This is an optimization exercise on Yosys and OpenROAD, whose aim is small area, a short achievable clock period and few clock cycles, not a production implementation. At most, simulation tests tie the RTL to the original design; equivalence was not proved.

## fc_layer_top
module fc_layer_top (
	input  logic                     clk,
	input  logic                     reset_n,
	input  logic                     i_run,       
	input  fc_ctrl_pkg::cnt_t        i_num_cnt,   
	input  fc_data_pkg::data_t       i_node,      
	input  fc_data_pkg::weight_vec_t i_weights,   
	output logic                     o_idle,
	output logic                     o_read,
	output logic                     o_write,
	output logic                     o_done,
	output fc_ctrl_pkg::mem_req_t    o_mem_req,
	output fc_data_pkg::result_vec_t o_results
);
	logic              idle_q;      
	logic              ce_q;        
	logic              write_q;     
	logic              done_q;
	logic              dv_q;        
	logic              clr_q;       
	logic [3:0]        last_q;      
	fc_ctrl_pkg::cnt_t addr_q;      
	logic              start;
	logic              read_last;
	logic [8:0]                node_x;   
	logic [3:0]                         one, two, neg;
  ...
For scale: ~1,700 cells after synthesis, roughly 300 flip-flops.
==> flow/config.mk <==
export PLATFORM = sky130hd
export DESIGN_NAME = fc_layer_top
export DESIGN_NICKNAME = fc_layer_top
export VERILOG_FILES = /design/flow/design.v
export SDC_FILE = /design/flow/constraint.sdc
export NUM_CORES = 4
export LEC_CHECK = 0
export CAP_MARGIN = 20
export CORE_MARGIN = 2
export CORE_UTILIZATION = 40
export CTS_CLUSTER_DIAMETER = 80
export CTS_CLUSTER_SIZE = 20
export SETUP_SLACK_MARGIN = 5.0
export SLEW_MARGIN = 20
==> flow/constraint.sdc <==
create_clock -name core_clock -period 8.0 [get_ports {clk}]
set_input_delay 1.6000 -clock core_clock [delete_from_list [all_inputs] [get_ports {clk}]]
set_output_delay 1.6000 -clock core_clock [all_outputs]
set_load 0.01 [all_outputs]
run.sh (not shown) runs the stock make flow with config.mk's settings and CLKGATE_MAP_FILE= SYNTH_SCRIPT=/design/flow/synth_recipe.tcl, a recipe that flattens the netlist after the stock synthesis.
The starting point ran to the end with no violations.
==> next run, changes <==
==> flow/flow/run.sh (new file) <==
#!/bin/bash
# Standard layout, with plain buffers on the ports instead of delay buffers.
# The whole make output goes to make.log in the work folder; ORFS keeps each
# step's own log under orfs/logs/.
set -euo pipefail
cd "$(dirname "$0")/.."
bash standard.sh "BUFFER_PORTS_ARGS=-buffer_cell sky130_fd_sc_hd__buf_2" finish > make.log 2>&1
==> flow/standard.sh (new file) <==
#!/bin/bash
# synth_recipe.tcl (not shown) runs the flow's synth.tcl, then flattens the netlist and writes it again
# the make line also repeats each setting of config.mk as NAME=value (left out here)
make -C /OpenROAD-flow-scripts/flow DESIGN_CONFIG=/design/flow/config.mk WORK_HOME=/design/flow/orfs CLKGATE_MAP_FILE= SYNTH_SCRIPT=/design/flow/synth_recipe.tcl "${@:-finish}"
CTS_CLUSTER_DIAMETER = not set   (was 80)
CTS_CLUSTER_SIZE = not set   (was 20)
removed: flow/run.sh
Outcome: The changed run passed the timing, design-rule and antenna checks. Register-to-register slack hardly moves. Setup slack improved by 6.8 ps. Critical path depth does not change. Die area is unchanged. Synthesized area is unchanged.
==> next run, changes <==
==> flow/run.sh (new file) <==
#!/bin/bash
# synth_recipe.tcl (not shown) runs the flow's synth.tcl, then flattens the netlist and writes it again
# the make line also repeats each setting of config.mk as NAME=value (left out here)
make -C /OpenROAD-flow-scripts/flow DESIGN_CONFIG=/design/flow/config.mk WORK_HOME=/design/flow/orfs CLKGATE_MAP_FILE= SYNTH_SCRIPT=/design/flow/synth_recipe.tcl finish
CTS_CLUSTER_DIAMETER = 100   (was not set)
CTS_CLUSTER_SIZE = 30   (was not set)
removed: flow/flow/run.sh
removed: flow/standard.sh
What happened: Worst hold slack gains 12 ps. Global-route usage went down by 0.59 points. Sequential share of layout area went down by 0.20 points. Wire length went down slightly. Utilization went up by 0.64 points. Critical path depth is unchanged. Count of clock-buffer cells in the layout went down by 31.
==> next run, changes <==
CTS_CLUSTER_DIAMETER = not set   (was 100)
CTS_CLUSTER_SIZE = not set   (was 30)
Result: Core utilization grows by 1.4 points; worst setup slack gains 31 ps; first-iteration DRC count shrinks by 5.2%; critical path depth stays the same; sequential share of layout area shrinks by 0.95 points; sequential cell count does not change; wire length grows by 1.8%; count of clock-buffer cells in the layout grows by 37; fmax grows by 1.0%.
==> next run, changes <==
ABC_AREA = 1   (was not set)
The new run passed the timing, design-rule and antenna checks.
Setup slack gets better by 15 ps.
Cell area increases by 2.1%.
Routed wire length rose by 11%.
Via count went up by 15%.
Count of clock-buffer cells in the layout shrinks by 8.
Non-clock buffer count decreases by 21.
Synthesized area is higher by 3.3%.
Worst hold slack stays flat.
Function was not checked in any run of this note: the RTL went through the layout flow alone.

Setup of job 101:
Another version of the RTL of fc_layer_top (not shown whole).
For scale: about 1600 cells after synthesis, about 200 I/O pins, roughly 0.017 sq mm of cells after synthesis.
Settings: LEC_CHECK=0, CAP_MARGIN=20, CORE_MARGIN=2, CORE_UTILIZATION=65, CTS_CLUSTER_DIAMETER=100, CTS_CLUSTER_SIZE=30, PLACE_DENSITY=0.8, SETUP_SLACK_MARGIN=5.0, SLEW_MARGIN=20; clock period 8.0 ns.
standard.sh (not shown) runs the stock make flow with config.mk's settings and CLKGATE_MAP_FILE= SYNTH_SCRIPT=/design/flow/synth_recipe.tcl, a recipe that flattens the netlist after the stock synthesis.
==> flow/flow/run.sh <==
#!/bin/bash
# Standard layout (standard.sh, unchanged synthesis), with two changes:
# plain buffers on the ports instead of delay buffers, and timing repair
# aiming further below the clock period. The make output goes to make.log in
# the work folder; ORFS keeps each step's own log under orfs/logs/.
set -euo pipefail
cd "$(dirname "$0")/.."
bash standard.sh "BUFFER_PORTS_ARGS=-buffer_cell sky130_fd_sc_hd__buf_2" \
	SETUP_SLACK_MARGIN=5.3 finish > make.log 2>&1
Testbench counts of job 101, summed over its fixed seeds: cycles 36,227.
Changes in job 102 relative to job 101:
Settings: CORE_UTILIZATION: 65 -> 55; PLACE_DENSITY: 0.8 -> 0.7.
-- flow/flow/run.sh --
<<< job 101, line 7
cd "$(dirname "$0")/.."
bash standard.sh "BUFFER_PORTS_ARGS=-buffer_cell sky130_fd_sc_hd__buf_2" \
	SETUP_SLACK_MARGIN=5.3 finish > make.log 2>&1
>>> job 102, line 7
cd "$(dirname "$0")/.."
bash standard.sh "BUFFER_PORTS_ARGS=-buffer_cell sky130_fd_sc_hd__buf_2" \
	SETUP_SLACK_MARGIN=5.35 finish > make.log 2>&1
Findings:
Job 102 reached the final stage; the timing, design-rule and antenna checks on its layout passed. Going from job 101 to job 102, clock edge transition at the registers on the reported setup and hold paths barely changed; clock-buffer cell count climbed 1; design area climbed 990 sq um; routed wire length climbed 3.5%. Post-layout minimum cycle time (lower): job 102. Between job 101 and job 102, the via count is higher for job 102.
Relative to job 102, the following input files were edited for job 103:
==> flow/run.sh (new file) <==
#!/bin/bash
# synth_recipe.tcl (not shown) runs the flow's synth.tcl, then flattens the netlist and writes it again
# the make line also repeats each setting of config.mk as NAME=value (left out here)
make -C /OpenROAD-flow-scripts/flow DESIGN_CONFIG=/design/flow/config.mk WORK_HOME=/design/flow/orfs CLKGATE_MAP_FILE= SYNTH_SCRIPT=/design/flow/synth_recipe.tcl finish
removed: flow/flow/run.sh
removed: flow/standard.sh
Findings:
- Per the comparison of job 103 with job 102, multi-input combinational area share grew by 0.22 points, placer's final routability congestion estimate held steady.
- Delta (job 103 minus job 102): average via count per standard cell grew by 0.60%; area of the multi-input gates held steady; shortest period the worst path allows grew by 0.16 ns; number of distinct library cells after synthesis held steady.
- Looking at standard cell area after detailed placement across job 102 and job 103, the one that comes out higher is job 103.
- Re sequential share of layout area: job 103 is 0.49 points down on job 102.
- Job 103 has area growth from synthesis to layout below what job 102 had.
- Global-route usage for job 103: 0.26 points down relative to job 102
--- input diff job 103..job 104 ---
==> flow/flow/run.sh (new file) <==
#!/bin/bash
# Standard layout (standard.sh, unchanged synthesis), with two changes:
# plain buffers on the ports instead of delay buffers, and timing repair
# aiming further below the clock period. The make output goes to make.log in
# the work folder; ORFS keeps each step's own log under orfs/logs/.
set -euo pipefail
cd "$(dirname "$0")/.."
bash standard.sh "BUFFER_PORTS_ARGS=-buffer_cell sky130_fd_sc_hd__buf_2" \
	SETUP_SLACK_MARGIN=5.3 finish > make.log 2>&1
==> flow/standard.sh (new file) <==
#!/bin/bash
# synth_recipe.tcl (not shown) runs the flow's synth.tcl, then flattens the netlist and writes it again
# the make line also repeats each setting of config.mk as NAME=value (left out here)
make -C /OpenROAD-flow-scripts/flow DESIGN_CONFIG=/design/flow/config.mk WORK_HOME=/design/flow/orfs CLKGATE_MAP_FILE= SYNTH_SCRIPT=/design/flow/synth_recipe.tcl "${@:-finish}"
removed: flow/run.sh
## What came out
Job 104 vs. job 103: global routing usage on met3 went up by 0.40 points. Number of global-route vias before repair: job 104 vs job 103 down about 1.5%. Global-route usage of job 103 is on par with job 104. When job 104 is measured against job 103, its pin count of the biggest net entering global routing turns out 3.0% higher. Row total area of sequential cells: job 104 higher / job 103 lower.

port drivers added, routing unchanged:
In the flow no input, the clock included, has a driving cell. The finished layouts below were timed again as built, in two steps. Step 1 (the two cells are an assumption about what drives the block):
set clk [get_ports {clk}]
set_driving_cell -lib_cell sky130_fd_sc_hd__clkbuf_16 $clk
set_driving_cell -lib_cell sky130_fd_sc_hd__buf_2 [delete_from_list [all_inputs] $clk]
Step 2 moves the port delays by t, midway between the first and last clock arrival at a register: inputs arrive t later, outputs are due t later. That takes back most of the time a late clock gives input paths. Slacks: ideal ports / drivers / drivers and shift; pairs: ideal ports / drivers.
run | t (ns) | setup WS [ns] | latest minus earliest clock arrival (ns)
the first run of note 1 | 0.611 | 4.985 / 4.985 / 4.583 | 0.020 / 0.021
the second run of note 1 | 0.590 | 4.991 / 4.991 / 4.839 | 0.022 / 0.022
the third run of note 1 | 0.582 | 4.962 / 4.962 / 4.573 | 0.021 / 0.022
the fourth run of note 1 | 0.591 | 4.993 / 4.993 / 4.577 | 0.014 / 0.013
the fifth run of note 1 | 0.590 | 5.008 / 4.953 / 4.591 | 0.016 / 0.016
job 101 | 0.553 | 5.324 / 5.274 / 5.045 | 0.031 / 0.032
job 102 | 0.552 | 5.330 / 5.279 / 5.095 | 0.024 / 0.024
job 103 | 0.554 | 5.174 / 5.122 / 4.715 | 0.025 / 0.025
job 104 | 0.556 | 5.333 / 5.280 / 5.051 | 0.014 / 0.014
After both steps setup and hold are still met in every run listed. For job 103, which loses most, drivers alone change the setup slack by -0.052 ns; drivers and shift together by -0.459 ns.
